Source: an optimization exercise on an open RTL-to-GDS flow (aim: small area). Production flows keep margins and buffers that such runs may drop.
Function was checked by simulation only, so behaviour that the tests miss may differ from the original.
No driver is modelled on the clock port, so clocking that relies on it looks cheaper here than on a real chip.
Power figures rest on the tool's default switching activity, not on a simulated workload.

==> flow/design.v <==
`default_nettype none
package l2_pkg;
    localparam int NTIO    = 4;
    localparam int NPOL    = 2;
    localparam int NSECT   = 12;
    localparam int NREGION = 4;
    localparam int NSLOT   = 6;
    localparam int META_W = 64;
    localparam int TRIG_W = 8;
    localparam int SLOT_W = 8;
    localparam int LF_BIT  = 6;
    localparam int AUX_BIT = 7;
    localparam int MASK_LF_LSB = NPOL*NSECT + 2;
    localparam int SECT_BITS = NSECT*NREGION;
endpackage
`default_nettype wire
`default_nettype none
module delay_line #(
    parameter int WIDTH = 1,
    parameter int DEPTH = 1
) (
    input  wire              clk_i,
    input  wire              arst_n_i,
    input  wire  [WIDTH-1:0] d_i,
    output logic [WIDTH-1:0] q_o
);
    logic [WIDTH-1:0] stage_q [DEPTH];
    always_ff @(posedge clk_i or negedge arst_n_i) begin
        if (!arst_n_i) begin
            for (int i = 0; i < DEPTH; i++) begin
                stage_q[i] <= '0;
            end
        end else begin
            stage_q[0] <= d_i;
            for (int i = 1; i < DEPTH; i++) begin
                stage_q[i] <= stage_q[i-1];
            end
        end
    end
    assign q_o = stage_q[DEPTH-1];
endmodule
`default_nettype wire
`default_nettype none
module rf_coincidence
(
    input  wire  logic                          clk_i,
    input  wire  logic                          arst_n_i,
    input  wire  logic [l2_pkg::META_W-1:0]     meta_rev_i,
    input  wire  logic [l2_pkg::META_W-1:0]     meta_fwd_i,
    input  wire  logic [l2_pkg::NSECT-1:0]      sector_mask_i,
    input  wire  logic                          logictype_i,
    output logic [l2_pkg::NSECT-1:0]            sector_hit_o,
    output logic                                pol_trig_o
);
    localparam int NSECT   = l2_pkg::NSECT;
    localparam int NREGION = l2_pkg::NREGION;
    localparam int NSLOT   = l2_pkg::NSLOT;
    localparam int SLOT_W  = l2_pkg::SLOT_W;
    localparam int SB      = l2_pkg::SECT_BITS;
    logic [SB-1:0] map_lo_d,     map_hi_d;
    logic [SB-1:0] map_lo_q,     map_hi_q;
    logic [SB-1:0] map_lo_qq,    map_hi_qq;
    logic [SB-1:0] stretch_lo_q, stretch_hi_q;
    logic [SB-1:0] high_rot;
    logic [SB-1:0] mask_bits;
    logic [SB-1:0] coinc_d;
    logic [SB-1:0] coinc_q;
    always_comb begin
        for (int i = 0; i < NSECT; i++) begin
            if (i < NSLOT) begin
                map_lo_d[NREGION*i +: NREGION] = meta_rev_i[SLOT_W*(NSLOT-1-i) +: NREGION];
                map_hi_d[NREGION*i +: NREGION] = meta_rev_i[SLOT_W*(NSLOT-1-i) + NREGION +: NREGION];
            end else begin
                map_lo_d[NREGION*i +: NREGION] = meta_fwd_i[SLOT_W*(i-NSLOT) +: NREGION];
                map_hi_d[NREGION*i +: NREGION] = meta_fwd_i[SLOT_W*(i-NSLOT) + NREGION +: NREGION];
            end
        end
    end
    assign high_rot = {stretch_hi_q[NREGION-1:0], stretch_hi_q[SB-1:NREGION]};
    always_comb begin
        for (int i = 0; i < NSECT; i++) begin
            mask_bits[NREGION*i +: NREGION] = {NREGION{sector_mask_i[i]}};
        end
    end
    assign coinc_d = (logictype_i ? (stretch_lo_q | high_rot)
                                  : (stretch_lo_q & high_rot)) & ~mask_bits;
    always_ff @(posedge clk_i or negedge arst_n_i) begin
        if (!arst_n_i) begin
            map_lo_q     <= '0;
            map_hi_q     <= '0;
            map_lo_qq    <= '0;
            map_hi_qq    <= '0;
            stretch_lo_q <= '0;
            stretch_hi_q <= '0;
            coinc_q      <= '0;
        end else begin
            map_lo_q     <= map_lo_d;
            map_hi_q     <= map_hi_d;
            map_lo_qq    <= map_lo_q;
            map_hi_qq    <= map_hi_q;
            stretch_lo_q <= map_lo_q | map_lo_qq;
            stretch_hi_q <= map_hi_q | map_hi_qq;
            coinc_q      <= coinc_d;
        end
    end
    always_comb begin
        for (int i = 0; i < NSECT; i++) begin
            sector_hit_o[i] = |coinc_q[NREGION*i +: NREGION];
        end
    end
    assign pol_trig_o = |coinc_q;
endmodule
`default_nettype wire
`default_nettype none
module sector_scaler
(
    input  wire  logic                                 clk_i,
    input  wire  logic                                 arst_n_i,
    input  wire  logic [l2_pkg::NPOL*l2_pkg::NSECT-1:0] sector_hit_i,
    output logic [l2_pkg::NPOL*l2_pkg::NSECT-1:0]       leveltwo_o
);
    logic [l2_pkg::NPOL*l2_pkg::NSECT-1:0] hit_q;
    logic [l2_pkg::NPOL*l2_pkg::NSECT-1:0] hit_qq;
    always_ff @(posedge clk_i or negedge arst_n_i) begin
        if (!arst_n_i) begin
            hit_q      <= '0;
            hit_qq     <= '0;
            leveltwo_o <= '0;
        end else begin
            hit_q      <= sector_hit_i;
            hit_qq     <= hit_q;
            leveltwo_o <= hit_q & ~hit_qq;
        end
    end
endmodule
`default_nettype wire
`default_nettype none
module trigger_combiner
(
    input  wire  logic                                   clk_i,
    input  wire  logic                                   arst_n_i,
    input  wire  logic [l2_pkg::NPOL-1:0]                pol_trig_i,
    input  wire  logic [l2_pkg::NTIO*l2_pkg::TRIG_W-1:0] tio_trig_i,
    input  wire  logic                                   rf_en_i,
    input  wire  logic [1:0]                             lf_mask_i,
    input  wire  logic                                   holdoff_i,
    input  wire  logic                                   dead_i,
    output logic [l2_pkg::NPOL-1:0]                      mie_o,
    output logic [1:0]                                   lf_o,
    output logic                                         aux_o,
    output logic                                         trig_o,
    output logic                                         levelthree_o
);
    localparam int POR_LEN = 4;
    localparam int NPOL    = l2_pkg::NPOL;
    localparam int NTIO    = l2_pkg::NTIO;
    localparam int TRIG_W  = l2_pkg::TRIG_W;
    localparam int LF_BIT  = l2_pkg::LF_BIT;
    localparam int AUX_BIT = l2_pkg::AUX_BIT;
    logic [POR_LEN-1:0] por_q;
    logic               por_done;
    logic [NPOL-1:0]    leveltwo_q;
    logic [2:0]         side_d;
    logic [2:0]         side_q;
    logic [2:0]         side_dly;
    logic               trig_q;
    assign por_done = por_q[POR_LEN-1];
    always_comb begin
        side_d[2] = 1'b0;
        for (int t = 0; t < NTIO; t++) begin
            side_d[2] = side_d[2] | tio_trig_i[TRIG_W*t + AUX_BIT];
        end
        side_d[0] = (tio_trig_i[TRIG_W*0 + LF_BIT] | tio_trig_i[TRIG_W*2 + LF_BIT]) & rf_en_i & ~lf_mask_i[0];
        side_d[1] = (tio_trig_i[TRIG_W*1 + LF_BIT] | tio_trig_i[TRIG_W*3 + LF_BIT]) & rf_en_i & ~lf_mask_i[1];
    end
    always_ff @(posedge clk_i or negedge arst_n_i) begin
        if (!arst_n_i) begin
            por_q      <= '0;
            leveltwo_q <= '0;
            side_q     <= '0;
            trig_q     <= 1'b0;
        end else begin
            por_q      <= {por_q[POR_LEN-2:0], 1'b1};
            leveltwo_q <= pol_trig_i & {NPOL{por_done & rf_en_i}};
            side_q     <= side_d;
            trig_q     <= ~holdoff_i & ~dead_i
                          & (side_dly[2] | (|side_dly[1:0]) | (|leveltwo_q));
        end
    end
    delay_line #(
        .WIDTH (3),
        .DEPTH (2)
    ) u_side_dly (
        .clk_i    (clk_i),
        .arst_n_i (arst_n_i),
        .d_i      (side_q),
        .q_o      (side_dly)
    );
    assign trig_o       = trig_q;
    assign levelthree_o = trig_q;
    assign mie_o = leveltwo_q & {NPOL{~holdoff_i}};
    assign lf_o  = side_dly[1:0] & {2{~holdoff_i}};
    assign aux_o = side_dly[2] & ~holdoff_i;
endmodule
`default_nettype wire
`default_nettype none
module leveltwo_top
#(
    parameter int META_DELAY = 4
) (
    input  wire  logic                                    clk_i,
    input  wire  logic                                    arst_n_i,
    input  wire  logic [l2_pkg::NTIO*l2_pkg::TRIG_W-1:0]  tio_trig_i,
    input  wire  logic [l2_pkg::NTIO*l2_pkg::META_W-1:0]  tio_meta_i,
    input  wire  logic                                    holdoff_i,
    input  wire  logic                                    dead_i,
    input  wire  logic                                    logictype_i,
    input  wire  logic                                    rf_en_i,
    input  wire  logic [l2_pkg::MASK_LF_LSB+1:0]          mask_i,
    output logic [l2_pkg::NTIO*l2_pkg::META_W-1:0]        tio_meta_o,
    output logic [l2_pkg::NPOL*l2_pkg::NSECT-1:0]         leveltwo_o,
    output logic [l2_pkg::NPOL-1:0]                       mie_o,
    output logic [1:0]                                    lf_o,
    output logic                                          aux_o,
    output logic                                          levelthree_o,
    output logic                                          trig_o
);
    localparam int NTIO        = l2_pkg::NTIO;
    localparam int NSECT       = l2_pkg::NSECT;
    localparam int NPOL        = l2_pkg::NPOL;
    localparam int NREGION     = l2_pkg::NREGION;
    localparam int NSLOT       = l2_pkg::NSLOT;
    localparam int SLOT_W      = l2_pkg::SLOT_W;
    localparam int META_W      = l2_pkg::META_W;
    localparam int TRIG_W      = l2_pkg::TRIG_W;
    localparam int LF_BIT      = l2_pkg::LF_BIT;
    localparam int AUX_BIT     = l2_pkg::AUX_BIT;
    localparam int MASK_LF_LSB = l2_pkg::MASK_LF_LSB;
    localparam int MW          = NTIO*META_W;
    localparam int NS          = NPOL*NSECT;
    logic [META_DELAY-1:0] por_q;
    always_ff @(posedge clk_i or negedge arst_n_i) begin
        if (!arst_n_i) por_q <= '0;
        else           por_q <= {por_q[META_DELAY-2:0], 1'b1};
    end
    logic [MW-1:0] meta_q [META_DELAY];
    always_ff @(posedge clk_i) begin
        meta_q[0] <= tio_meta_i;
        for (int i = 1; i < META_DELAY; i++) begin
            meta_q[i] <= meta_q[i-1];
        end
    end
    assign tio_meta_o = meta_q[META_DELAY-1] & {MW{por_q[META_DELAY-1]}};
    logic [MW-1:0]   m2, m3;
    logic [NS-1:0]   mask_q;
    logic            logictype_q;
    logic [NS-1:0]   hit_d;
    logic [NS-1:0]   hit_q, hit_qq;
    assign m2 = meta_q[2];
    assign m3 = tio_meta_o;
    always_ff @(posedge clk_i) begin
        mask_q      <= mask_i[NS-1:0];
        logictype_q <= logictype_i;
    end
    for (genvar p = 0; p < NPOL; p++) begin : g_pol
        for (genvar s = 0; s < NSECT; s++) begin : g_sect
            localparam int SH     = (s + 1) % NSECT;
            localparam int LO_LSB = (s < NSLOT)
                ? META_W*((p == 0) ? 0 : 3) + SLOT_W*(NSLOT-1-s)
                : META_W*((p == 0) ? 1 : 2) + SLOT_W*(s-NSLOT);
            localparam int HI_LSB = NREGION + ((SH < NSLOT)
                ? META_W*((p == 0) ? 0 : 3) + SLOT_W*(NSLOT-1-SH)
                : META_W*((p == 0) ? 1 : 2) + SLOT_W*(SH-NSLOT));
            logic [NREGION-1:0] lo, hi, coinc;
            assign lo    = m2[LO_LSB +: NREGION] | m3[LO_LSB +: NREGION];
            assign hi    = m2[HI_LSB +: NREGION] | m3[HI_LSB +: NREGION];
            assign coinc = logictype_q ? (lo | hi) : (lo & hi);
            assign hit_d[NSECT*p + s] = (|coinc) & por_q[2] & ~mask_q[NSECT*p + s];
        end
    end
    always_ff @(posedge clk_i) begin
        hit_q  <= hit_d;
        hit_qq <= hit_q;
    end
    always_ff @(posedge clk_i or negedge arst_n_i) begin
        if (!arst_n_i) leveltwo_o <= '0;
        else           leveltwo_o <= hit_q & ~hit_qq & {NS{por_q[0]}};
    end
    logic [NPOL-1:0] pol_q;
    logic [2:0]      side_d;
    logic [2:0]      side_q, side_q2, side_q3;
    logic            trig_q;
    always_comb begin
        side_d[2] = 1'b0;
        for (int t = 0; t < NTIO; t++) begin
            side_d[2] = side_d[2] | tio_trig_i[TRIG_W*t + AUX_BIT];
        end
        side_d[0] = (tio_trig_i[TRIG_W*0 + LF_BIT] | tio_trig_i[TRIG_W*2 + LF_BIT]) & rf_en_i & ~mask_i[MASK_LF_LSB];
        side_d[1] = (tio_trig_i[TRIG_W*1 + LF_BIT] | tio_trig_i[TRIG_W*3 + LF_BIT]) & rf_en_i & ~mask_i[MASK_LF_LSB+1];
    end
    always_ff @(posedge clk_i or negedge arst_n_i) begin
        if (!arst_n_i) begin
            pol_q   <= '0;
            side_q  <= '0;
            side_q2 <= '0;
            side_q3 <= '0;
            trig_q  <= 1'b0;
        end else begin
            pol_q[0] <= (|hit_d[NSECT-1:0])  & por_q[META_DELAY-1] & rf_en_i;
            pol_q[1] <= (|hit_d[NS-1:NSECT]) & por_q[META_DELAY-1] & rf_en_i;
            side_q   <= side_d;
            side_q2  <= side_q;
            side_q3  <= side_q2;
            trig_q   <= ~holdoff_i & ~dead_i & ((|side_q3) | (|pol_q));
        end
    end
    assign trig_o       = trig_q;
    assign levelthree_o = trig_q;
    assign mie_o        = pol_q & {NPOL{~holdoff_i}};
    assign lf_o         = side_q3[1:0] & {2{~holdoff_i}};
    assign aux_o        = side_q3[2] & ~holdoff_i;
endmodule
`default_nettype wire
==> flow/flow/run.sh <==
#!/bin/bash
# The standard layout (standard.sh), with the port buffers chosen here:
# a delay cell on each input, buf_1 on each output; and CTS buffer options.
set -euo pipefail
export IN_BUF_CELL=sky130_fd_sc_hd__dlygate4sd1_1
export PRE_GLOBAL_PLACE_TCL=$PWD/flow/pre_gpl.tcl
export BUFFER_PORTS_ARGS="-outputs -buffer_cell sky130_fd_sc_hd__buf_1"
bash standard.sh finish > standard_flow.log 2>&1
==> flow/flow/pre_gpl.tcl <==
# inputs get a delay-cell buffer (hold on input-to-register paths),
# outputs get buf_1 (BUFFER_PORTS_ARGS in run.sh)
buffer_ports -inputs -buffer_cell $::env(IN_BUF_CELL)
==> flow/standard.sh <==
#!/bin/bash
# synth_recipe.tcl (not shown) runs the flow's synth.tcl, then flattens the netlist and writes it again
# the make line also repeats each setting of config.mk as NAME=value (left out here)
make -C /OpenROAD-flow-scripts/flow DESIGN_CONFIG=/design/flow/config.mk WORK_HOME=/design/flow/orfs CLKGATE_MAP_FILE= SYNTH_SCRIPT=/design/flow/synth_recipe.tcl "${@:-finish}"
==> flow/config.mk <==
export PLATFORM = sky130hd
export DESIGN_NAME = leveltwo_top
export DESIGN_NICKNAME = leveltwo_top
export VERILOG_FILES = /design/flow/design.v
export SDC_FILE = /design/flow/constraint.sdc
export NUM_CORES = 4
export LEC_CHECK = 0
export CAP_MARGIN = 20
export CORE_MARGIN = 2
export CORE_UTILIZATION = 75
export CTS_BUF_LIST = sky130_fd_sc_hd__clkbuf_8
export SLEW_MARGIN = 20
==> flow/constraint.sdc <==
create_clock -name core_clock -period 3.0 [get_ports {clk_i}]
set_input_delay 0.6000 -clock core_clock [delete_from_list [all_inputs] [get_ports {clk_i}]]
set_output_delay 0.6000 -clock core_clock [all_outputs]
set_load 0.01 [all_outputs]
==> results of run 1 <==
[power groups by stage]
| stage | registers, W | logic [W] | clock network (W) |
|---|---|---|---|
| after CTS | 0.0162 | 0.00124 | 0.0112 |
| after detailed placement | 0.0166 | 0.000874 | 0 |
| after floorplan | 0.0164 | 0.000556 | 0 |
| after global placement | 0.0165 | 0.000858 | 0 |
[cells by family after synthesis]
logic type             count (synthesis)
AND/OR/NAND/NOR                      393
AO/OA/AOI/OAI                        219
other                                  1
buffers and inverters                 68
flip-flops                          1137
[per-stage QoR]
| stage | cells | total power (W) |
|---|---|---|
| global placement | 2542 | 0.0174 |
| floorplan | 1818 | 0.0170 |
| CTS | 3101 | 0.0287 |
| detailed placement | 2542 | 0.0174 |
[routing by layer]
metal / GRT usage / GRT overflow
met3: 0.557 / 0
met5: 0.101 / 0
met1: 0.710 / 0
met2: 0.945 / 2
met4: 0.803 / 3
[what timing repair did]
| action | in CTS |
|---|---|
| gates cloned | 0 |
| setup endpoints to repair | 1 |
| endpoints found under the hold margin | 325 |
| hold buffers | 288 |
| gates resized for setup | 1 |
[cell usage after synthesis, types with 2 or more instances]
master,n,area (µm²)
a21boi_0,2,15.0
clkbuf_1,31,116
buf_2,9,45.0
nor4_1,42,263
o311a_1,2,20.0
nand2b_1,2,12.5
o2111ai_1,4,35.0
dfxtp_1,1097,22000
o32a_1,32,320
and2_4,14,123
inv_1,13,48.8
and3_1,2,12.5
o41ai_1,6,52.6
o41a_1,14,158
and2_1,244,1530
o21ai_0,34,170
or2_2,10,62.6
nand2_1,15,56.3
buf_6,12,135
buf_4,2,15.0
o311ai_0,6,52.6
or2_1,2,12.5
nor3b_1,2,15.0
nor2b_1,21,131
nor2_1,12,45.0
o32ai_1,63,552
dfrtp_1,40,1000
or4_1,3,22.5
a21oi_1,52,260
a2111o_1,2,22.5
and3b_1,23,201
[how the worst max path moves through the flow]
stage             start              end  slack, ns  cells after the start
2_1_floorplan  por_q[3]  tio_meta_o[100]       0.64                      6
3_3_place_gp   por_q[3]         pol_q[0]       0.15                      6
4_1_cts        por_q[3]         pol_q[0]      0.008                      7
3_5_place_dp   por_q[3]         pol_q[1]       0.08                      7
==> metrics.yaml, run 1 <==
outcome:
  outcome: "aborted with a tool error"
  haltStage: "global routing (5_1_grt)"
  stop_error: "[ERROR GRT-0232] Routing congestion too high. Check the congestion heatmap in the GUI."
clocking:
  cts_sinks: 1137
  clock_path_buffers: 3
  cts_buffers: 155
  cts_setup_buffers: 0
  cts_root_buffer: "clkbuf_8"
  htreeDepth: 4
global_route:
  grt_max_degree: 76
  grt_use_total: 0.739
  antenna_found_initial: 33
  grt_overflow: 5
synthesis:
  synth_top_family_by_area: "simple AND/OR/NAND/NOR gates"
  synth_compound_area_frac: 0.0611
  synth_fa_ha_area_frac: 0
  synth_edf_count: 0
  syn_nets: 2140
  syn_inst: 1818
  synthMuxAreaShare: 0
  synth_seq_cells: 1137
  synth_ff_type: "dfxtp_1"
  synth-xor-area-share: 0
  ys_warn_count: 2
  synthesis.area_um2: 27500
  async_flop_share: 0.0352
  synth_simple_gate_area_frac: 0.0905
  synth_cell_types: 36
  synth.avg_cell_area_um2: 15.1
  ys_seq_area_frac: 0.835
placement:
  gp_congestion: 0.894
  post-dp-hpwl_mm: 42.7
  post-place-ws_ns: 0.0763
  dpl_cell_area_um2: 29100
  io_buffers: 582
die:
  die_h_um: 195
  io_pins: 609
  start_util: 0.757
  rows: 70
  die_w_um: 195
timing:
  endpoint_type: "sequential cell input"
  crit_endpoint: "pol_q[1]$_DFF_PN0_/D"
==> run 2: changes to the inputs <==
--- a/flow/config.mk
+++ b/flow/config.mk
@@ -8,5 +8,5 @@
 export CAP_MARGIN = 20
 export CORE_MARGIN = 2
-export CORE_UTILIZATION = 75
+export CORE_UTILIZATION = 62
 export CTS_BUF_LIST = sky130_fd_sc_hd__clkbuf_8
 export SLEW_MARGIN = 20
==> run 2 against run 1 <==
  * The run now finishes clean
  * Synthesized area did not move
  * Synthesized cell count did not move
==> metrics.yaml, run 2 <==
outcome:
  outcome: "finished clean"  # was aborted with a tool error
final_layout:
  fill_cells: 2541
  syn_to_final_growth_pct: 28.8
  final_common_cell: "dfxtp_1"
  regMostFlops: "meta_q"
  multi_input_area_um2: 4170
  final_nets: 2854
  final_util: 0.805
  drive_gt1_frac: 0.107
  regArea_um2: 23000
  design_area_um2: 35400
  final_cell_mix: "dfxtp_1, dlygate4sd3_1, buf_1"
  largest_register_ffs: 1024
clocking:
  cts_sinks: 1137  # unchanged
  cts_root_buffer: "clkbuf_8"  # unchanged
  cts_tree: "yes"
  cts.clk_slew.worst_paths_ns: 0.06
  cts_buffers: 161  # was 155
  clock_latency_ns: 0.77
  clock_path_buffers: 3  # unchanged
  htreeDepth: 4  # unchanged
worst_setup_path:
  reg2reg_from: "logictype_q"
  crit_type: "register to output pin"
  crit_start: "por_q[3]"
  required_ns: 2.40
  crit_fanout: 31
  end_kind: "output pin"
  startpoint_type: "register"
  arrival_ns: 2.24
synthesis:
  synth.avg_cell_area_um2: 15.1  # unchanged
  synth_seq_cells: 1137  # unchanged
  synth_top_area_frac: 0.799  # unchanged
  syn_nets: 2140  # unchanged
  ys_seq_area_frac: 0.835  # unchanged
  ys_warn_count: 2  # unchanged
  syn_inst: 1818  # unchanged
  synth_edf_count: 0  # unchanged
  synth_ff_type: "dfxtp_1"  # unchanged
  synth.area.top_cells: "dfxtp_1, and2_1, dfrtp_1"  # unchanged
  synth_area_leader_cell: "dfxtp_1"  # unchanged
  yosysMostFrequentCell: "dfxtp_1"  # unchanged
  synth_cell_types: 36  # unchanged
  synthesis.area_um2: 27500  # unchanged
  netlist_top_cells_count: "dfxtp_1, and2_1, o32ai_1, a21oi_1, nor4_1"  # unchanged
  async_flop_share: 0.0352  # unchanged
timing:
  worst_slew_pin_slew_ns: 0.651
  timing.hold.ws_ns: 0.0797
  slew_viol_final: 0
  fin_crit_sh: 0.946
  skew_ns: 0.0254
  fin_crit_ns: 2.84
  setup_viol: 0
  setup_tns_ns: 0
  hold_violations: 0
  rsz0062_at_grt: "no"
  max_freq_mhz: 352
  timing.slew.headroom: 0.566
routing:
  routedWlPerCell_um: 19.6
  drtIter0Drc: 783
  wl_mm: 63.5
  dr_total_vias: 15900
  ant_nets: 0
  drcViolationCount: 0
  first_pass_iters: 5
  vias_per_cell: 4.91
global_route:
  grt_overflow: 0
  grt_pass1_vias: 16600
  grt_use_total: 0.274
  grt_max_degree: 46
  antenna_found_initial: 9
  grt_pass1_wl_mm: 94.5
die:
  io_pins: 609  # unchanged
  die_h_um: 215  # was 195 µm
  rows: 77  # was 70
  fp.coreArea_um2: 44000
  die_area_um2: 46100
  start_util: 0.625  # was 0.757
  die_w_um: 215  # was 195 µm
power_and_ir_drop:
  pwr-share-clk: 0.399
  share_comb_of_total_power: 0.043
  p_leak_nw: 14.8
  seqPwrFrac: 0.558
  p_switching_w: 0.00631
  irDropWorstVdd_v: 0.000717
  intPower_w: 0.0228
  power_density_nw_per_um2: 821
  netSwitchingFraction: 0.217
placement:
  gp_congestion: 0.837  # was 0.894
  post-dp-hpwl_mm: 41.9  # was 42.7 mm
  io_buffers: 582  # unchanged
  dpl_cell_area_um2: 29300  # was 29,100 µm²
run:
  drv_cap: 0
worst_hold_path:
  hp-start: "rf_en_i"
  hold_path_class: "input port to register"
==> run 2: cells by family (layout without fill, tap and decap cells) <==
group | Yosys count | in the layout | share of synthesized area
buffers and inverters | 68 | 901 | 0.0132
AND/OR/NAND/NOR | 393 | 393 | 0.0905
AO/OA/AOI/OAI | 219 | 219 | 0.0611
flip-flops | 1137 | 1137 | 0.835
other | 1 | 4 | 0.000136
==> run 2: final cells by class <==
class,instances,area share
sequential,1137,0.648
timing repair buffer,605,0.121
multi-input combinational,613,0.118
clock buffer,209,0.0812
tap,592,0.0209
clock inverter,73,0.00932
inverter,14,0.00148
antenna,3,0.000212
==> run 2: worst paths after layout <==
kind	to	slack, ns	cells past startpoint
hold reg to reg	meta_q[2][118]	0.31	0
setup reg to reg	pol_q[1]	0.18	8
setup / recovery	tio_meta_o[63]	0.16	4
hold / removal	side_q[1]	0.08	1
min in group asynchronous	side_q3[2]	0.34	2
max in group asynchronous	por_q[3]	2.41	2
==> run 2: layer usage <==
metal / vias up / part of all wire / track usage / wire [µm]
met5: - / 0.00090 / 0 / 57
met4: 10 / 0.038 / 0.135 / 2430
met3: 139 / 0.077 / 0.100 / 4900
met2: 567 / 0.51 / 0.479 / 32200
met1: 7636 / 0.38 / 0.292 / 23900
li1: 7587 / - / - / -
==> run 2: repair_timing <==
item / 4_1_cts / 5_1_grt
hold endpoints to repair: 327 / 0
gates resized for setup: 4 / 2
hold buffers: 291 / 0
endpoints found under the setup margin: 53 / 2
buffers inserted: 1 / 0
==> run 2: power by group through the flow <==
| stage | clock network (W) | logic (W) | registers [W] |
|---|---|---|---|
| after detailed placement | 0 | 0.000867 | 0.0165 |
| after floorplan | 0 | 0.000556 | 0.0164 |
| after global placement | 0 | 0.000860 | 0.0165 |
| after global routing | 0.0125 | 0.00133 | 0.0163 |
| after CTS | 0.0117 | 0.00123 | 0.0162 |
| final | 0.0116 | 0.00124 | 0.0162 |
==> run 2: worst max-delay path: stages, from the launching register on <==
cell	delay (ns)
dfrtp_4	0.53
buf_6	0.26
buf_4	0.28
and2_1	0.18
buf_1	0.22
==> run 2: metrics by stage <==
step / cells / power [W] / setup slack (ns)
final: 3246 / 0.0291 / 0.161
after detailed placement: 2669 / 0.0174 / -0.133
after floorplan: 1818 / 0.0170 / 0.638
after global routing: 3246 / 0.0301 / 0.000492
after CTS: 3243 / 0.0291 / 0.0324
after global placement: 2669 / 0.0174 / -0.189
==> run 3: changes to the inputs <==
--- a/flow/config.mk
+++ b/flow/config.mk
@@ -9,4 +9,3 @@
 export CORE_MARGIN = 2
 export CORE_UTILIZATION = 62
-export CTS_BUF_LIST = sky130_fd_sc_hd__clkbuf_8
 export SLEW_MARGIN = 20
==> run 3 against run 2 <==
  * Still clean on timing, DRC and antenna
  * Via count down 0.62%
  * Sequential cell count unchanged
  * Sequential power about the same
==> metrics.yaml, run 3 <==
routing:
  ant_nets: 0  # unchanged
  first_pass_iters: 5  # unchanged
  routedWlPerCell_um: 20.9  # was 19.6 µm
  wl_mm: 65.7  # was 63.5 mm
  dr_total_vias: 15800  # was 15,900
  drcViolationCount: 0  # unchanged
  vias_per_cell: 5.04  # was 4.91
  drtIter0Drc: 981  # was 783
worst_setup_path:
  startpoint_type: "register"  # unchanged
  arrival_ns: 3.47  # was 2.24 ns
  crit_path_top_delay_cell: "dfrtp_4"  # unchanged
  cp_cell_sequence: "buf_12 > buf_4 > and2_1 > o32ai_4 > nand2_1 > o41a_1 > a2111o_1 > o311a_1"  # was buf_6 > buf_4 > and2_1 > buf_1
  crit_type: "register to register"  # was register to output pin
  slowest_delay_ns: 0.59  # was 0.53 ns
  end_kind: "register"  # was output pin
  required_ns: 3.53  # was 2.40 ns
  crit_fanout: 45  # was 31
  critPathTopFamily: "compound AO/OA/AOI/OAI gates"  # was buffers and inverters
  cp_num_buf_inv: 2  # was 3
synthesis:
  ys_seq_area_frac: 0.835  # unchanged
  synth_area_leader_cell: "dfxtp_1"  # unchanged
  synth_top_area_frac: 0.799  # unchanged
  synth.avg_cell_area_um2: 15.1  # unchanged
  async_flop_share: 0.0352  # unchanged
  synth.area.top_cells: "dfxtp_1, and2_1, dfrtp_1"  # unchanged
  synth_ff_type: "dfxtp_1"  # unchanged
  syn_inst: 1818  # unchanged
  synth_cell_types: 36  # unchanged
  syn_nets: 2140  # unchanged
  netlist_top_cells_count: "dfxtp_1, and2_1, o32ai_1, a21oi_1, nor4_1"  # unchanged
  yosysMostFrequentCell: "dfxtp_1"  # unchanged
  synth_seq_cells: 1137  # unchanged
  synthesis.area_um2: 27500  # unchanged
  ys_warn_count: 2  # unchanged
  synth_edf_count: 0  # unchanged
clocking:
  cts_setup_buffers: 0  # was 1
  cts_tree: "yes"  # unchanged
  cts_buffers: 99  # was 161
  clock_latency_ns: 0.66  # was 0.77 ns
  cts_root_buffer: "clkbuf_16"  # was clkbuf_8
  cts.clk_slew.worst_paths_ns: 0.06  # about the same
  htreeDepth: 3  # was 4
  clock_path_buffers: 3  # unchanged
  cts_sinks: 1137  # unchanged
run:
  drv_cap: 0  # unchanged
final_layout:
  regArea_um2: 23000  # unchanged
  syn_to_final_growth_pct: 29.8  # was 28.8%
  largest_register_ffs: 1024  # unchanged
  final_util: 0.811  # was 0.805
  final_common_cell: "dfxtp_1"  # unchanged
  drive_gt1_frac: 0.0876  # was 0.107
  instances_no_fill: 3144  # was 3,246
  fill_cells: 2418  # was 2,541
  regMostFlops: "meta_q"  # unchanged
  final_cell_mix: "dfxtp_1, buf_1, dlygate4sd3_1"  # was dfxtp_1, dlygate4sd3_1, buf_1
  final_nets: 2785  # was 2,854
  multi_input_area_um2: 4190  # was 4170 µm²
placement:
  dp.cells: 2669  # unchanged
  post-dp-hpwl_mm: 41.9  # unchanged
  gp_congestion: 0.837  # unchanged
  io_buffers: 582  # unchanged
die:
  rows: 77  # unchanged
  die_h_um: 215  # unchanged
  die_w_um: 215  # unchanged
  fp.coreArea_um2: 44000  # unchanged
  io_pins: 609  # unchanged
  die_area_um2: 46100  # unchanged
  start_util: 0.625  # unchanged
power_and_ir_drop:
  p_switching_w: 0.00643  # was 0.00631 W
  p_leak_nw: 14.6  # was 14.8 nW
  intPower_w: 0.0244  # was 0.0228 W
  seqPwrFrac: 0.527  # was 0.558
  netSwitchingFraction: 0.209  # was 0.217
  p_total_w: 0.0308  # was 0.0291 W
  power_density_nw_per_um2: 863  # was 821 nW/µm²
  share_comb_of_total_power: 0.040  # was 0.043
  pwr-share-clk: 0.433  # was 0.399
  irDropWorstVdd_v: 0.000858  # was 0.000717 V
global_route:
  antenna_found_initial: 9  # unchanged
  grt_use_total: 0.282  # was 0.274
  grt_max_degree: 46  # unchanged
  grt_pass1_wl_mm: 97.9  # was 94.5 mm
  grt_pass1_vias: 16600  # about the same
  grt_overflow: 0  # unchanged
timing:
  timing.hold.ws_ns: 0.0427  # was 0.0797 ns
  slew_viol_final: 0  # unchanged
  timing.slew.headroom: 0.569  # was 0.566
  rsz0062_at_grt: "no"  # unchanged
  setup_tns_ns: 0  # unchanged
  setup_viol: 0  # unchanged
  hold_violations: 0  # unchanged
  worst_slew_pin_slew_ns: 0.646  # was 0.651 ns
  max_freq_mhz: 339  # was 352 MHz
  fin_crit_sh: 0.982  # was 0.946
  skew_ns: 0.0245  # was 0.0254 ns
  fin_crit_ns: 2.95  # was 2.84 ns
worst_hold_path:
  hold_path_class: "input port to register"  # unchanged
outcome:
  outcome: "finished clean"  # unchanged
run 3: what timing repair did:
item,CTS,global route
hold buffers,285,0
hold endpoints to repair,322,0
pin swaps,0,1
resized for setup,2,5
setup endpoints to repair,8,6
run 3: power groups by stage:
stage	sequential [W]	clock (W)	combinational [W]
6_report	0.0162	0.0133	0.00124
2_1_floorplan	0.0164	0	0.000556
4_1_cts	0.0162	0.0134	0.00122
5_1_grt	0.0163	0.0141	0.00133
3_3_place_gp	0.0165	0	0.000860
3_5_place_dp	0.0165	0	0.000867
run 3: layout make-up:
cell class	count	share of cell area
repair buffers	598	0.118
diodes	6	0.000421
inverters	14	0.00147
clock buffers	145	0.0830
well taps	592	0.0207
flip-flops and latches	1137	0.643
clock inverters	39	0.0158
multi-input cells	613	0.117
run 3: final timing paths:
check                          startpoint              to  slack [ns]  cells after the start
max reg2reg                      por_q[3]        pol_q[0]        0.05                      8
min                            mask_i[26]       side_q[0]        0.04                      1
max in group asynchronous        arst_n_i        por_q[3]        2.32                      2
min in group asynchronous        arst_n_i  leveltwo_o[23]        0.46                      2
max                              por_q[3]        pol_q[0]        0.05                      8
min reg2reg                meta_q[1][201]  meta_q[2][201]        0.31                      0
run 3: kinds of logic after synthesis:
logic type / synth area share
simple gates: 0.0905
flops: 0.835
buf+inv: 0.0132
other cells: 0.000136
compound gates: 0.0611
run 3: routing by layer:
| layer | global-route usage | part of all wire |
|---|---|---|
| met2 | 0.506 | 0.51 |
| met5 | 0 | 0.00058 |
| met4 | 0.109 | 0.038 |
| met1 | 0.309 | 0.38 |
| met3 | 0.0949 | 0.072 |
run 3: metrics by stage:
step,setup WS [ns],instance area (µm²)
2_1_floorplan,0.638,27500
3_3_place_gp,-0.189,29300
3_5_place_dp,-0.133,29300
4_1_cts,0.0592,35700
5_1_grt,0.0151,35700
6_report,0.0526,35700
run 3: worst register-to-register path: cells and delay by family (launching register included):
| kind | cells | cell delay, ns |
|---|---|---|
| simple gates | 2 | 0.32 |
| buf+inv | 2 | 0.44 |
| flops | 1 | 0.59 |
| compound gates | 4 | 1.49 |
==> run 4: changes to the inputs <==
==> flow/flow/run.sh (replaced) <==
#!/bin/bash
# The standard layout (standard.sh) with the port buffer cells chosen
# here (a delay cell on inputs, buf_1 on outputs) and CTS without dummy loads.
set -euo pipefail
export IN_BUF_CELL=sky130_fd_sc_hd__dlygate4sd1_1
export PRE_GLOBAL_PLACE_TCL=$PWD/flow/pre_gpl.tcl
export BUFFER_PORTS_ARGS="-outputs -buffer_cell sky130_fd_sc_hd__buf_1"
export CTS_ARGS="-sink_clustering_enable -repair_clock_nets -dont_use_dummy_load -sink_clustering_size 30 -sink_clustering_max_diameter 60"
bash standard.sh finish > standard_flow.log 2>&1
==> flow/flow/pre_gpl.tcl (replaced) <==
# inputs get their own port buffer cell; outputs are buffered by the
# standard buffer_ports call (BUFFER_PORTS_ARGS in run.sh)
buffer_ports -inputs -buffer_cell $::env(IN_BUF_CELL)
--- a/flow/config.mk
+++ b/flow/config.mk
@@ -9,3 +9,4 @@
 export CORE_MARGIN = 2
 export CORE_UTILIZATION = 62
+export GPL_TIMING_DRIVEN = 0
 export SLEW_MARGIN = 20
==> run 4 against run 3 <==
  * Sequential share of layout area rose by 4.5 points
  * Final cell count decreased by 2.6%
  * Final area down 6.5%
  * Wire length is 2.0% lower
  * Largest cell class unchanged
==> metrics.yaml, run 4 <==
outcome:
  outcome: "finished clean"  # unchanged
routing:
  first_pass_iters: 5  # unchanged
  ant_nets: 0  # unchanged
  vias_per_cell: 5.04  # about the same
  routedWlPerCell_um: 21.0  # was 20.9 µm
  wl_mm: 64.4  # was 65.7 mm
  drtIter0Drc: 944  # was 981
  drcViolationCount: 0  # unchanged
  dr_total_vias: 15400  # was 15,800
power_and_ir_drop:
  p_switching_w: 0.00509  # was 0.00643 W
  intPower_w: 0.0193  # was 0.0244 W
  pwr-share-clk: 0.288  # was 0.433
  p_leak_nw: 14.2  # was 14.6 nW
  netSwitchingFraction: 0.209  # about the same
  irDropWorstVdd_v: 0.000657  # was 0.000858 V
  power_density_nw_per_um2: 732  # was 863 nW/µm²
  share_comb_of_total_power: 0.050  # was 0.040
  seqPwrFrac: 0.662  # was 0.527
timing:
  max_freq_mhz: 343  # was 339 MHz
  setup_tns_ns: 0  # unchanged
  slew_viol_final: 0  # unchanged
  setup_viol: 0  # unchanged
  fin_crit_sh: 0.971  # was 0.982
  hold_violations: 0  # unchanged
  fin_crit_ns: 2.91  # was 2.95 ns
  setup_ws_ns: 0.0856  # was 0.0526 ns
  rsz0062_at_grt: "no"  # unchanged
  worst_slew_pin_slew_ns: 0.846  # was 0.646 ns
  timing.slew.headroom: 0.436  # was 0.569
  skew_ns: 0.0392  # was 0.0245 ns
final_layout:
  syn_to_final_growth_pct: 21.3  # was 29.8%
  multi_input_area_um2: 4220  # was 4190 µm²
  drive_gt1_frac: 0.0572  # was 0.0876
  largest_register_ffs: 1024  # unchanged
  fill_cells: 2939  # was 2,418
  final_nets: 2772  # was 2,785
  final_cell_mix: "dfxtp_1, dlygate4sd1_1, buf_1"  # was dfxtp_1, buf_1, dlygate4sd3_1
  regArea_um2: 23000  # about the same
  design_area_um2: 33400  # was 35,700 µm²
  final_util: 0.758  # was 0.811
  regMostFlops: "meta_q"  # unchanged
  instances_no_fill: 3062  # was 3,144
  final_common_cell: "dfxtp_1"  # unchanged
die:
  start_util: 0.625  # unchanged
  die_area_um2: 46100  # unchanged
  io_pins: 609  # unchanged
  die_w_um: 215  # unchanged
  rows: 77  # unchanged
  die_h_um: 215  # unchanged
  fp.coreArea_um2: 44000  # unchanged
run:
  drv_cap: 0  # unchanged
synthesis:
  ys_seq_area_frac: 0.835  # unchanged
  synth_seq_cells: 1137  # unchanged
  synth_area_leader_cell: "dfxtp_1"  # unchanged
  synth_edf_count: 0  # unchanged
  synth.avg_cell_area_um2: 15.1  # unchanged
  async_flop_share: 0.0352  # unchanged
  synthesis.area_um2: 27500  # unchanged
  synth.area.top_cells: "dfxtp_1, and2_1, dfrtp_1"  # unchanged
  synth_ff_type: "dfxtp_1"  # unchanged
  netlist_top_cells_count: "dfxtp_1, and2_1, o32ai_1, a21oi_1, nor4_1"  # unchanged
  syn_nets: 2140  # unchanged
  yosysMostFrequentCell: "dfxtp_1"  # unchanged
  synth_top_area_frac: 0.799  # unchanged
  synth_cell_types: 36  # unchanged
  ys_warn_count: 2  # unchanged
  syn_inst: 1818  # unchanged
global_route:
  grt_pass1_wl_mm: 92.2  # was 97.9 mm
  antenna_found_initial: 45  # was 9
  grt.met2_usage: 0.472  # was 0.506
  grt_use_total: 0.273  # was 0.282
  grt_overflow: 0  # unchanged
  gr-usage-met1: 0.306  # was 0.309
  grt_pass1_vias: 15200  # was 16,600
  grt_max_degree: 31  # was 46
  top_usage_layer: "met2"  # unchanged
  grt_util_met3: 0.0940  # was 0.0949
placement:
  dpl_cell_area_um2: 31900  # was 29,300 µm²
  dp.cells: 2993  # was 2,669
  post-dp-hpwl_mm: 47.7  # was 41.9 mm
  io_buffers: 582  # unchanged
  post-place-ws_ns: -1.54  # was -0.133 ns
  gp_congestion: 0.892  # was 0.837
worst_setup_path:
  startpoint_type: "register"  # unchanged
  arrival_ns: 2.31  # was 3.47 ns
  crit_type: "register to output pin"  # was register to register
  crit_path_top_delay_cell: "dfrtp_2"  # was dfrtp_4
  required_ns: 2.40  # was 3.53 ns
  cp_cell_sequence: "clkbuf_8 > clkbuf_8 > clkbuf_16 > clkbuf_16 > clkbuf_4 > and2_1 > buf_1"  # was buf_12 > buf_4 > and2_1 > o32ai_4 > nand2_1 > o41a_1 > a2111o_1 > o311a_1
  cp_num_buf_inv: 6  # was 2
  r2r_slack_ns: 0.10  # was 0.05 ns
  crit_fanout: 10  # was 45
  critPathTopFamily: "buffers and inverters"  # was compound AO/OA/AOI/OAI gates
  end_kind: "output pin"  # was register
  slowest_delay_ns: 0.42  # was 0.59 ns
clocking:
  clock_latency_ns: 0.62  # was 0.66 ns
  cts_buffers: 48  # was 99
  cts_tree: "yes"  # unchanged
  htreeDepth: 2  # was 3
  clock_path_buffers: 3  # unchanged
  cts_root_buffer: "clkbuf_16"  # unchanged
  cts.clk_slew.worst_paths_ns: 0.10  # was 0.06 ns
  cts_sinks: 1137  # unchanged
worst_hold_path:
  hold_path_class: "input port to register"  # unchanged
-- run 4: cell counts after synthesis --
No cell type changed its count.
-- run 4: cells by family after synthesis --
logic type	share of synthesized area
buffers and inverters	0.0132
AO/OA/AOI/OAI	0.0611
other	0.000136
AND/OR/NAND/NOR	0.0905
flip-flops	0.835
-- run 4: power groups by stage --
| stage | sequential, W | combinational, W | clock [W] |
|---|---|---|---|
| after floorplan | 0.0164 | 0.000556 | 0 |
| after global placement | 0.0165 | 0.00118 | 0 |
| after detailed placement | 0.0165 | 0.00120 | 0 |
| after CTS | 0.0162 | 0.00123 | 0.00712 |
| after global routing | 0.0163 | 0.00132 | 0.00766 |
| final | 0.0162 | 0.00123 | 0.00703 |
-- run 4: final timing paths --
check / start / endpoint / cells past startpoint
max in group asynchronous: arst_n_i / leveltwo_o[18] / 3
worst max-delay path: por_q[3] / tio_meta_o[130] / 7
worst min-delay path: tio_meta_i[20] / meta_q[0][20] / 1
worst min register to register: meta_q[0][213] / meta_q[1][213] / 0
worst max register to register: por_q[3] / pol_q[1] / 9
min in group asynchronous: arst_n_i / leveltwo_o[7] / 2
-- run 4: metrics by stage --
step | hold slack [ns] | power (W)
floorplan | 0.304 | 0.0170
global placement | 0.310 | 0.0176
detailed placement | 0.312 | 0.0177
CTS | 0.135 | 0.0245
global route | 0.145 | 0.0252
finish | 0.158 | 0.0244
-- run 4: per-layer routing --
metal,vias to the layer above,share of wire
li1,7359,-
met1,7281,0.37
met2,568,0.49
met3,188,0.091
met4,26,0.045
met5,-,0.0027
-- run 4: cell type report --
type	count	share of cell area
flip-flops and latches	1137	0.688
multi-input cells	613	0.126
repair buffers	585	0.111
clock buffers	48	0.0360
well taps	592	0.0222
plain buffers	51	0.0125
diodes	22	0.00165
inverters	14	0.00157
-- run 4: worst register-to-register path: stages, from the launching register on --
cell and delay (ns):
dfrtp_2 0.45, buf_6 0.17, buf_6 0.16, clkinv_1 0.23, buf_2 0.34, a21oi_1 0.10
or2_2 0.30, o311ai_1 0.39, o2111ai_1 0.24, o311a_1 0.40
-- run 4: repair_timing --
| item | CTS | global route |
|---|---|---|
| gates cloned | 0 | 0 |
| hold endpoints to repair | 19 | 0 |
| hold buffers | 1 | 0 |
| buffers inserted | 1 | 0 |
| endpoints found under the setup margin | 159 | 109 |
| resized for setup | 56 | 23 |
==> run 5: changes to the inputs <==
==> flow/flow/run.sh (replaced) <==
#!/bin/bash
# The standard layout (standard.sh) with buf_1 port buffers, hold repair
# with plain buffers only, and CTS without dummy loads.
set -euo pipefail
export IN_BUF_CELL=sky130_fd_sc_hd__buf_1
export PRE_GLOBAL_PLACE_TCL=$PWD/flow/pre_gpl.tcl
export BUFFER_PORTS_ARGS="-outputs -buffer_cell sky130_fd_sc_hd__buf_1"
export CTS_ARGS="-sink_clustering_enable -repair_clock_nets -dont_use_dummy_load -sink_clustering_size 30 -sink_clustering_max_diameter 60"
export PRE_CTS_TCL=$PWD/flow/no_dly.tcl
export PRE_GLOBAL_ROUTE_TCL=$PWD/flow/no_dly.tcl
export PRE_DETAIL_ROUTE_TCL=$PWD/flow/no_dly.tcl
bash standard.sh finish > standard_flow.log 2>&1
==> flow/flow/no_dly.tcl (new file) <==
# repair hold with plain buffers rather than the large delay cells
set_dont_use [get_lib_cells {sky130_fd_sc_hd__dlygate* sky130_fd_sc_hd__clkdlybuf* sky130_fd_sc_hd__dlymetal*}]
==> run 5 against run 4 <==
  * First-iteration DRC count fell by 2.6%
  * Combinational power fell by 7%
  * Clock skew fell by 0.0011 ns
  * Count of clock-buffer cells in the layout rose by 1
  * Critical path type is now register to register
==> metrics.yaml, run 5 <==
outcome:
  outcome: "finished clean"  # unchanged
worst_hold_path:
  hold_path_class: "input port to async pin"  # was input port to register
die:
  rows: 77  # unchanged
  die_w_um: 215  # unchanged
  io_pins: 609  # unchanged
  die_area_um2: 46100  # unchanged
  die_h_um: 215  # unchanged
  start_util: 0.625  # unchanged
  fp.coreArea_um2: 44000  # unchanged
routing:
  first_pass_iters: 5  # unchanged
  drtIter0Drc: 919  # was 944
  drcViolationCount: 0  # unchanged
  ant_nets: 0  # unchanged
  routedWlPerCell_um: 20.8  # was 21.0 µm
  vias_per_cell: 5.00  # was 5.04
  wl_mm: 63.6  # was 64.4 mm
  dr_total_vias: 15300  # was 15,400
final_layout:
  regArea_um2: 23000  # about the same
  final_nets: 2778  # was 2,772
  fill_cells: 3081  # was 2,939
  largest_register_ffs: 1024  # unchanged
  instances_no_fill: 3057  # was 3,062
  final_common_cell: "dfxtp_1"  # unchanged
  regMostFlops: "meta_q"  # unchanged
  final_util: 0.725  # was 0.758
  design_area_um2: 31900  # was 33,400 µm²
  multi_input_area_um2: 4230  # was 4220 µm²
  final_cell_mix: "dfxtp_1, buf_1, and2_1"  # was dfxtp_1, dlygate4sd1_1, buf_1
  syn_to_final_growth_pct: 16.1  # was 21.3%
  drive_gt1_frac: 0.0623  # was 0.0572
synthesis:
  ys_warn_count: 2  # unchanged
  ys_seq_area_frac: 0.835  # unchanged
  yosysMostFrequentCell: "dfxtp_1"  # unchanged
  synth_area_leader_cell: "dfxtp_1"  # unchanged
  netlist_top_cells_count: "dfxtp_1, and2_1, o32ai_1, a21oi_1, nor4_1"  # unchanged
  synth.area.top_cells: "dfxtp_1, and2_1, dfrtp_1"  # unchanged
  synth.avg_cell_area_um2: 15.1  # unchanged
  synth_cell_types: 36  # unchanged
  synth_seq_cells: 1137  # unchanged
  syn_inst: 1818  # unchanged
  async_flop_share: 0.0352  # unchanged
  synth_top_area_frac: 0.799  # unchanged
  synth_ff_type: "dfxtp_1"  # unchanged
  synth_edf_count: 0  # unchanged
  synthesis.area_um2: 27500  # unchanged
  syn_nets: 2140  # unchanged
power_and_ir_drop:
  power_density_nw_per_um2: 764  # was 732 nW/µm²
  p_leak_nw: 12.9  # was 14.2 nW
  irDropWorstVdd_v: 0.000883  # was 0.000657 V
clocking:
  cts_sinks: 1137  # unchanged
  cts.clk_slew.worst_paths_ns: 0.11  # was 0.10 ns
  clock_latency_ns: 0.62  # about the same
  cts_buffers: 49  # was 48
  cts_tree: "yes"  # unchanged
global_route:
  grt_pass1_vias: 15100  # was 15,200
  grt_max_degree: 33  # was 31
  gr-usage-met1: 0.303  # was 0.306
  grt_pass1_wl_mm: 90.6  # was 92.2 mm
  grt_util_met3: 0.102  # was 0.0940
  top_usage_layer: "met2"  # unchanged
  antenna_found_initial: 27  # was 45
  grt_overflow: 0  # unchanged
  grt_use_total: 0.269  # was 0.273
  grt.met2_usage: 0.461  # was 0.472
timing:
  timing.slew.headroom: 0.415  # was 0.436
  hold_violations: 0  # unchanged
  slew_viol_final: 0  # unchanged
  skew_ns: 0.0381  # was 0.0392 ns
  fin_crit_ns: 2.94  # was 2.91 ns
  setup_ws_ns: 0.0572  # was 0.0856 ns
  worst_slew_pin_slew_ns: 0.877  # was 0.846 ns
  max_freq_mhz: 340  # was 343 MHz
  rsz0062_at_grt: "no"  # unchanged
  setup_viol: 0  # unchanged
  fin_crit_sh: 0.981  # was 0.971
worst_setup_path:
  reg2reg_from: "por_q[3]"  # unchanged
  r2r_slack_ns: 0.06  # was 0.10 ns
  crit_type: "register to register"  # was register to output pin
  crit_fanout: 10  # unchanged
  crit_path_top_delay_cell: "o311ai_2"  # was dfrtp_2
  end_kind: "register"  # was output pin
  r2r_end: "pol_q[1]"  # unchanged
  arrival_ns: 3.42  # was 2.31 ns
  crit_top_cell: "buf_6"
  ff2ff_path_depth: 9  # unchanged
  startpoint_type: "register"  # unchanged
  required_ns: 3.48  # was 2.40 ns
  cp_cell_sequence: "buf_6 > buf_6 > clkinv_1 > buf_2 > a21oi_1 > or2_2 > o311ai_2 > o2111ai_1 > o311a_1"  # was clkbuf_8 > clkbuf_8 > clkbuf_16 > clkbuf_16 > clkbuf_4 > and2_1 > buf_1
  slowest_delay_ns: 0.45  # was 0.42 ns
placement:
  io_buffers: 582  # unchanged
  gp_congestion: 0.888  # was 0.892
  post-dp-hpwl_mm: 47.1  # was 47.7 mm
  post-place-ws_ns: -1.64  # was -1.54 ns
  dpl_cell_area_um2: 30400  # was 31,900 µm²
  dp.cells: 2993  # unchanged
run:
  drv_cap: 0  # unchanged
[run 5: cell counts after synthesis]
No cell type changed its count.
[run 5: routing by layer]
layer | routed length, µm | up-vias
li1 | - | 7351
met1 | 24400 | 7217
met2 | 30700 | 545
met3 | 5690 | 149
met4 | 2570 | 28
met5 | 171 | -
[run 5: layout make-up]
type | count | share of cell area
Antenna cell | 11 | 0.000862
Buffer | 52 | 0.0131
Clock buffer | 49 | 0.0384
Inverter | 14 | 0.00165
Multi-Input combinational cell | 613 | 0.133
Sequential cell | 1137 | 0.719
Tap cell | 592 | 0.0232
Timing Repair Buffer | 589 | 0.0713
[run 5: repair_timing]
item,4_1_cts,5_1_grt
setup buffers,3,0
hold buffers,2,0
hold endpoints to repair,8,0
resized for setup,66,27
setup endpoints to repair,166,120
gates cloned,1,0
[run 5: worst max-delay path: cells and delay by family (launching register included)]
family,cells,cell delay (ns)
AO/OA/AOI/OAI,4,1.14
buffers and inverters,4,0.93
flip-flops,1,0.42
AND/OR/NAND/NOR,1,0.30
[run 5: per-stage QoR]
step / power [W] / TNS, ns / hold WS, ns
6_report: 0.0244 / 0 / 0.0535
5_1_grt: 0.0252 / 0 / 0.0215
4_1_cts: 0.0245 / 0 / 0.0282
3_5_place_dp: 0.0176 / -153.27 / 0.312
3_3_place_gp: 0.0176 / -147.29 / 0.310
2_1_floorplan: 0.0170 / 0 / 0.304
[run 5: logic make-up (layout without fill, tap and decap cells)]
| logic type | Yosys count | after routing | synth area share |
|---|---|---|---|
| buffers and inverters | 68 | 704 | 0.0132 |
| other | 1 | 12 | 0.000136 |
| AO/OA/AOI/OAI | 219 | 219 | 0.0611 |
| AND/OR/NAND/NOR | 393 | 393 | 0.0905 |
| flip-flops | 1137 | 1137 | 0.835 |
[run 5: worst max-delay path by stage]
| stage | from | to | slack, ns | depth (start not counted) |
|---|---|---|---|---|
| 2_1_floorplan | por_q[3] | tio_meta_o[100] | 0.64 | 6 |
| 3_3_place_gp | por_q[3] | tio_meta_o[91] | -1.55 | 7 |
| 3_5_place_dp | por_q[3] | tio_meta_o[91] | -1.64 | 7 |
| 4_1_cts | por_q[3] | tio_meta_o[88] | 0.003 | 8 |
| 5_1_grt | por_q[3] | tio_meta_o[118] | 0.003 | 7 |
| 6_report | por_q[3] | pol_q[1] | 0.06 | 9 |
[run 5: report_power, final]
part           switching (W)  total [W]  internal (W)  leakage (nW)
logic               0.000675    0.00114      0.000463          2.49
clock network        0.00417    0.00710       0.00293         0.604
registers           0.000265     0.0162        0.0159          9.77
==> run 6: changes to the inputs <==
--- a/flow/flow/run.sh
+++ b/flow/flow/run.sh
@@ -6,5 +6,5 @@
 export PRE_GLOBAL_PLACE_TCL=$PWD/flow/pre_gpl.tcl
 export BUFFER_PORTS_ARGS="-outputs -buffer_cell sky130_fd_sc_hd__buf_1"
-export CTS_ARGS="-sink_clustering_enable -repair_clock_nets -dont_use_dummy_load -sink_clustering_size 30 -sink_clustering_max_diameter 60"
+export CTS_ARGS="-sink_clustering_enable -repair_clock_nets -dont_use_dummy_load -sink_clustering_size 20 -sink_clustering_max_diameter 50 -buf_list sky130_fd_sc_hd__clkbuf_8"
 export PRE_CTS_TCL=$PWD/flow/no_dly.tcl
 export PRE_GLOBAL_ROUTE_TCL=$PWD/flow/no_dly.tcl
--- a/flow/config.mk
+++ b/flow/config.mk
@@ -8,5 +8,5 @@
 export CAP_MARGIN = 20
 export CORE_MARGIN = 2
-export CORE_UTILIZATION = 62
+export CORE_UTILIZATION = 66
 export GPL_TIMING_DRIVEN = 0
 export SLEW_MARGIN = 20
==> run 6 against run 5 <==
  * Still clean on timing, DRC and antenna
  * Critical endpoint unchanged
  * Sequential power is essentially flat
  * Synthesized area stayed put
  * Highest routed layer unchanged
  * Final area increased by 1.0%
==> metrics.yaml, run 6 <==
synthesis:
  syn_inst: 1818  # unchanged
  syn_nets: 2140  # unchanged
  ys_seq_area_frac: 0.835  # unchanged
  synth_area_leader_cell: "dfxtp_1"  # unchanged
  synthesis.area_um2: 27500  # unchanged
  synth_compound_area_frac: 0.0611  # unchanged
  synth_top_family_by_area: "simple AND/OR/NAND/NOR gates"  # unchanged
  synth_cell_types: 36  # unchanged
  synth-xor-area-share: 0  # unchanged
  ys_warn_count: 2  # unchanged
  synthMuxAreaShare: 0  # unchanged
  yosysMostFrequentCell: "dfxtp_1"  # unchanged
  synth_edf_count: 0  # unchanged
  synth_seq_cells: 1137  # unchanged
  synth_top_area_frac: 0.799  # unchanged
  synth.avg_cell_area_um2: 15.1  # unchanged
  synth.area.top_cells: "dfxtp_1, and2_1, dfrtp_1"  # unchanged
  synth_fa_ha_area_frac: 0  # unchanged
  synth_ff_type: "dfxtp_1"  # unchanged
  synth_simple_gate_area_frac: 0.0905  # unchanged
  async_flop_share: 0.0352  # unchanged
  netlist_top_cells_count: "dfxtp_1, and2_1, o32ai_1, a21oi_1, nor4_1"  # unchanged
routing:
  vias_per_cell: 5.05  # was 5.00
  ant_nets: 0  # unchanged
  drcViolationCount: 0  # unchanged
  dr_total_vias: 16100  # was 15,300
  routedWlPerCell_um: 19.9  # was 20.8 µm
  wl_mm: 63.8  # was 63.6 mm
  first_pass_iters: 5  # unchanged
  drtIter0Drc: 1001  # was 919
power_and_ir_drop:
  intPower_w: 0.0185  # was 0.0193 W
  p_leak_nw: 13.0  # was 12.9 nW
  p_switching_w: 0.00508  # was 0.00511 W
  p_total_w: 0.0236  # was 0.0244 W
  irDropWorstVdd_v: 0.000928  # was 0.000883 V
  power_density_nw_per_um2: 731  # was 764 nW/µm²
  netSwitchingFraction: 0.215  # was 0.209
  pwr-share-clk: 0.262  # was 0.291
  share_comb_of_total_power: 0.053  # was 0.047
  seqPwrFrac: 0.686  # was 0.662
global_route:
  grt_use_total: 0.292  # was 0.269
  antenna_found_initial: 1  # was 27
  grt_pass1_wl_mm: 93.7  # was 90.6 mm
  grt_pass1_vias: 16500  # was 15,100
  grt_overflow: 0  # unchanged
  grt_max_degree: 22  # was 33
run:
  drv_cap: 0  # unchanged
worst_setup_path:
  critPathTopFamily: "compound AO/OA/AOI/OAI gates"  # unchanged
  slowest_delay_ns: 0.42  # was 0.45 ns
  cp_cell_sequence: "buf_2 > buf_6 > buf_6 > clkinv_1 > clkbuf_4 > a21oi_1 > or2_2 > o311ai_4 > o2111ai_1 > o311a_1"  # was buf_6 > buf_6 > clkinv_1 > buf_2 > a21oi_1 > or2_2 > o311ai_2 > o2111ai_1 > o311a_1
  end_kind: "register"  # unchanged
  startpoint_type: "register"  # unchanged
  crit_top_cell: "buf_6"  # unchanged
  arrival_ns: 3.42  # about the same
  cp_num_buf_inv: 5  # was 4
  crit_type: "register to register"  # unchanged
  required_ns: 3.50  # was 3.48 ns
  crit_fanout: 10  # unchanged
  crit_path_top_delay_cell: "dfrtp_1"  # was o311ai_2
timing:
  slew_viol_final: 0  # unchanged
  setup_ws_ns: 0.0779  # was 0.0572 ns
  fin_crit_sh: 0.974  # was 0.981
  fin_crit_ns: 2.92  # was 2.94 ns
  hold_violations: 0  # unchanged
  setup_viol: 0  # unchanged
  skew_ns: 0.0529  # was 0.0381 ns
  timing.hold.ws_ns: 0.0355  # was 0.0535 ns
  timing.slew.headroom: 0.394  # was 0.415
  worst_slew_pin_slew_ns: 0.910  # was 0.877 ns
  rsz0062_at_grt: "no"  # unchanged
  max_freq_mhz: 342  # was 340 MHz
placement:
  post-place-ws_ns: -1.54  # was -1.64 ns
  post-dp-hpwl_mm: 46.9  # was 47.1 mm
  dpl_cell_area_um2: 30400  # about the same
  gp_congestion: 0.894  # was 0.888
  io_buffers: 582  # unchanged
die:
  fp.coreArea_um2: 41000  # was 44,000 µm²
  die_w_um: 208  # was 215 µm
  die_area_um2: 43300  # was 46,100 µm²
  die_h_um: 208  # was 215 µm
  rows: 74  # was 77
  start_util: 0.670  # was 0.625
  io_pins: 609  # unchanged
final_layout:
  regMostFlops: "meta_q"  # unchanged
  design_area_um2: 32300  # was 31,900 µm²
  drive_gt1_frac: 0.0646  # was 0.0623
  syn_to_final_growth_pct: 17.3  # was 16.1%
  final_nets: 2985  # was 2,778
  final_common_cell: "dfxtp_1"  # unchanged
  final_cell_mix: "dfxtp_1, buf_1, and2_1"  # unchanged
  largest_register_ffs: 1024  # unchanged
clocking:
  clock_latency_ns: 0.66  # was 0.62 ns
  cts.clk_slew.worst_paths_ns: 0.11  # about the same
  cts_buffers: 69  # was 49
  cts_tree: "yes"  # unchanged
  cts_sinks: 1137  # unchanged
worst_hold_path:
  hold_path_class: "input port to async pin"  # unchanged
outcome:
  outcome: "finished clean"  # unchanged
run 6: cell types whose count changed in the layout (fill, tap and decap cells not counted), sizes merged:
| cell | change |
|---|---|
| buf | +181 |
| clkbuf | +26 |
| diode | -8 |
run 6: worst reg2reg max path, stage by stage, from the launching register on:
cell	delay, ns
dfrtp_1	0.42
buf_2	0.15
buf_6	0.15
buf_6	0.16
clkinv_1	0.23
clkbuf_4	0.32
a21oi_1	0.09
or2_2	0.30
o311ai_4	0.39
o2111ai_1	0.20
o311a_1	0.38
run 6: worst paths after layout:
kind                       slack, ns             end  cells past startpoint      startpoint
max in group asynchronous       2.43       side_q[2]                      3        arst_n_i
setup reg to reg                0.08        pol_q[1]                     10        por_q[3]
min in group core_clock         0.04   meta_q[0][25]                      1  tio_meta_i[25]
hold reg to reg                 0.31  meta_q[1][236]                      0  meta_q[0][236]
hold / removal                  0.04  leveltwo_o[23]                      2        arst_n_i
setup / recovery                0.08        pol_q[1]                     10        por_q[3]
run 6: per-layer routing:
metal / global-route usage / vias up / part of all wire
li1: - / 7737 / -
met3: 0.0978 / 138 / 0.083
met5: 0 / - / 0.00025
met4: 0.126 / 2 / 0.040
met2: 0.510 / 575 / 0.50
met1: 0.325 / 7693 / 0.38
run 6: what timing repair did:
| action | 4_1_cts | 5_1_grt |
|---|---|---|
| setup endpoints to repair | 157 | 119 |
| resized for setup | 62 | 36 |
| hold buffers | 181 | 7 |
| hold endpoints to repair | 200 | 7 |
| buffers inserted | 1 | 3 |
run 6: kinds of logic (layout without fill, tap and decap cells):
kind of cell,Yosys count,count (layout)
AO/OA/AOI/OAI,219,219
buffers and inverters,68,911
flip-flops,1137,1137
other,1,4
AND/OR/NAND/NOR,393,393
run 6: power by group through the flow:
stage | Clock, W | Combinational [W] | Sequential, W
detailed placement | 0 | 0.00109 | 0.0165
CTS | 0.00631 | 0.00123 | 0.0162
finish | 0.00617 | 0.00124 | 0.0162
floorplan | 0 | 0.000556 | 0.0164
global placement | 0 | 0.00107 | 0.0165
global route | 0.00684 | 0.00133 | 0.0163
run 6: through the flow:
stage | cells | util | setup TNS, ns
after floorplan | 1818 | - | 0
after global placement | 2932 | 0.740 | -145.38
after detailed placement | 2933 | 0.741 | -154.48
after CTS | 3183 | 0.785 | 0
after global routing | 3193 | 0.787 | 0
final | 3196 | 0.787 | 0
run 6: final cells by class:
cell class,count,area (µm²)
flip-flops and latches,1137,23000
fillers,2537,8750
multi-input cells,613,4220
repair buffers,775,2970
clock buffers,69,950
well taps,532,666
plain buffers,53,447
inverters,14,52.6
diodes,3,7.51
==> run 7: changes to the inputs <==
--- a/flow/flow/run.sh
+++ b/flow/flow/run.sh
@@ -6,5 +6,5 @@
 export PRE_GLOBAL_PLACE_TCL=$PWD/flow/pre_gpl.tcl
 export BUFFER_PORTS_ARGS="-outputs -buffer_cell sky130_fd_sc_hd__buf_1"
-export CTS_ARGS="-sink_clustering_enable -repair_clock_nets -dont_use_dummy_load -sink_clustering_size 20 -sink_clustering_max_diameter 50 -buf_list sky130_fd_sc_hd__clkbuf_8"
+export CTS_ARGS="-sink_clustering_enable -repair_clock_nets -dont_use_dummy_load -sink_clustering_size 34 -sink_clustering_max_diameter 70"
 export PRE_CTS_TCL=$PWD/flow/no_dly.tcl
 export PRE_GLOBAL_ROUTE_TCL=$PWD/flow/no_dly.tcl
--- a/flow/config.mk
+++ b/flow/config.mk
@@ -6,7 +6,7 @@
 export NUM_CORES = 4
 export LEC_CHECK = 0
-export CAP_MARGIN = 20
+export CAP_MARGIN = 10
 export CORE_MARGIN = 2
 export CORE_UTILIZATION = 66
 export GPL_TIMING_DRIVEN = 0
-export SLEW_MARGIN = 20
+export SLEW_MARGIN = 10
==> run 7 against run 6 <==
  * Maximum frequency is essentially flat
  * Sequential power barely moved
  * Non-clock buffer count shrank 191
  * Worst setup slack gained 0.00065 ns
  * Clock power up 5.5%
  * Largest power group unchanged
==> metrics.yaml, run 7 <==
outcome:
  outcome: "finished clean"  # unchanged
worst_setup_path:
  end_kind: "output pin"  # was register
  cp_cell_sequence: "clkbuf_16 > clkbuf_8 > clkbuf_16 > clkbuf_16 > clkbuf_4 > and2_1 > buf_1"  # was buf_2 > buf_6 > buf_6 > clkinv_1 > clkbuf_4 > a21oi_1 > or2_2 > o311ai_4 > o2111ai_1 > o311a_1
  startpoint_type: "register"  # unchanged
  r2r_end: "pol_q[0]"  # was pol_q[1]
  crit_type: "register to output pin"  # was register to register
  reg2reg_from: "por_q[3]"  # unchanged
  ff2ff_path_depth: 10  # unchanged
  arrival_ns: 2.32  # was 3.42 ns
  cp_num_buf_inv: 6  # was 5
synthesis:
  ys_warn_count: 2  # unchanged
  ys_seq_area_frac: 0.835  # unchanged
  synth_seq_cells: 1137  # unchanged
  async_flop_share: 0.0352  # unchanged
  syn_nets: 2140  # unchanged
  syn_inst: 1818  # unchanged
  yosysMostFrequentCell: "dfxtp_1"  # unchanged
  synth_area_leader_cell: "dfxtp_1"  # unchanged
power_and_ir_drop:
  p_leak_nw: 12.8  # was 13.0 nW
  irDropWorstVdd_v: 0.000650  # was 0.000928 V
timing:
  timing.slew.headroom: 0.438  # was 0.394
  skew_ns: 0.0598  # was 0.0529 ns
  setup_tns_ns: 0  # unchanged
  max_freq_mhz: 342  # about the same
  hold_violations: 0  # unchanged
  setup_viol: 0  # unchanged
  fin_crit_ns: 2.92  # about the same
  worst_slew_pin_slew_ns: 0.843  # was 0.910 ns
clocking:
  cts_tree: "yes"  # unchanged
  cts_buffers: 40  # was 69
  cts.clk_slew.worst_paths_ns: 0.11  # about the same
global_route:
  grt_max_degree: 38  # was 22
  antenna_found_initial: 16  # was 1
  grt_overflow: 0  # unchanged
  grt_pass1_wl_mm: 91.6  # was 93.7 mm
  grt_use_total: 0.288  # was 0.292
worst_hold_path:
  hold_path_class: "input port to async pin"  # unchanged
routing:
  dr_total_vias: 15200  # was 16,100
  first_pass_iters: 5  # unchanged
  drtIter0Drc: 885  # was 1,001
  routedWlPerCell_um: 21.4  # was 19.9 µm
placement:
  post-dp-hpwl_mm: 46.9  # about the same
die:
  die_w_um: 208  # unchanged
  io_pins: 609  # unchanged
  rows: 74  # unchanged
  start_util: 0.670  # unchanged
final_layout:
  largest_register_ffs: 1024  # unchanged
  final_common_cell: "dfxtp_1"  # unchanged
run:
  drv_cap: 0  # unchanged
==> run 7: cell types whose count changed in the layout (fill, tap and decap cells not counted), moves of 2 or more <==
| cell | change |
|---|---|
| buf_1 | -192 |
| buf_4 | +2 |
| buf_6 | +2 |
| clkbuf_16 | +40 |
| clkbuf_4 | -2 |
| clkbuf_8 | -71 |
| diode_2 | +10 |
==> run 7: per-layer routing <==
layer,GRT usage,vias up,share of wire
li1,-,7317,-
met1,0.325,7197,0.38
met2,0.503,570,0.50
met3,0.0949,128,0.087
met4,0.121,8,0.038
met5,0,-,0.00086
==> run 7: cell type report <==
type	count	area (µm²)
Multi-Input combinational cell	613	4220
Buffer	51	427
Tap cell	532	666
Timing Repair Buffer	586	2260
Antenna cell	13	32.5
Fill cell	2576	9400
Inverter	14	52.6
Clock buffer	40	1000
Sequential cell	1137	23000
==> run 7: cells by family after synthesis <==
group | synth area share
simple gates | 0.0905
flops | 0.835
other cells | 0.000136
buf+inv | 0.0132
compound gates | 0.0611
==> run 7: how the worst max path moves through the flow <==
stage               startpoint              end  slack (ns)  cells after the start
detailed placement    por_q[3]   tio_meta_o[91]       -1.53                      7
finish                por_q[3]  tio_meta_o[224]        0.08                      7
floorplan             por_q[3]  tio_meta_o[100]        0.64                      6
CTS                   por_q[3]         pol_q[1]        0.01                     10
global route          por_q[3]   tio_meta_o[89]     -0.0003                      7
global placement      por_q[3]   tio_meta_o[91]       -1.49                      7
==> run 7: metrics by stage <==
| step | utilization | power, W | setup slack, ns | cells | cell area, µm² |
|---|---|---|---|---|---|
| after floorplan | - | 0.0170 | 0.638 | 1818 | 27500 |
| after global placement | 0.740 | 0.0176 | -1.49 | 2932 | 30400 |
| after detailed placement | 0.740 | 0.0176 | -1.53 | 2933 | 30400 |
| after CTS | 0.769 | 0.0239 | 0.0136 | 2974 | 31600 |
| after global routing | 0.770 | 0.0246 | -0.000331 | 2979 | 31600 |
| final | 0.771 | 0.0238 | 0.0786 | 2986 | 31600 |
==> run 7: tightest hold or removal path, delay by kind of cell <==
family / cells / cell delay, ns
buf+inv: 3 / 0.43
==> run 7: power by group <==
| group | switching (W) | internal [W] |
|---|---|---|
| Sequential | 0.000275 | 0.0159 |
| Clock | 0.00408 | 0.00243 |
| Combinational | 0.000672 | 0.000463 |
==> run 7: what timing repair did <==
| action | 4_1_cts | 5_1_grt |
|---|---|---|
| pin swaps | 0 | 0 |
| setup endpoints to repair | 155 | 71 |
| hold endpoints to repair | 3 | 0 |
| buffers inserted | 1 | 0 |
| hold buffers | 2 | 0 |
| gates resized for setup | 60 | 41 |

Check on run 7: ideal ports give 0.079 ns setup slack; a clkbuf_16 on the clock port and buf_2 on the inputs give 0.021 ns; moving port delays by the midpoint clock arrival (0.621 ns) as well gives 0.096 ns.
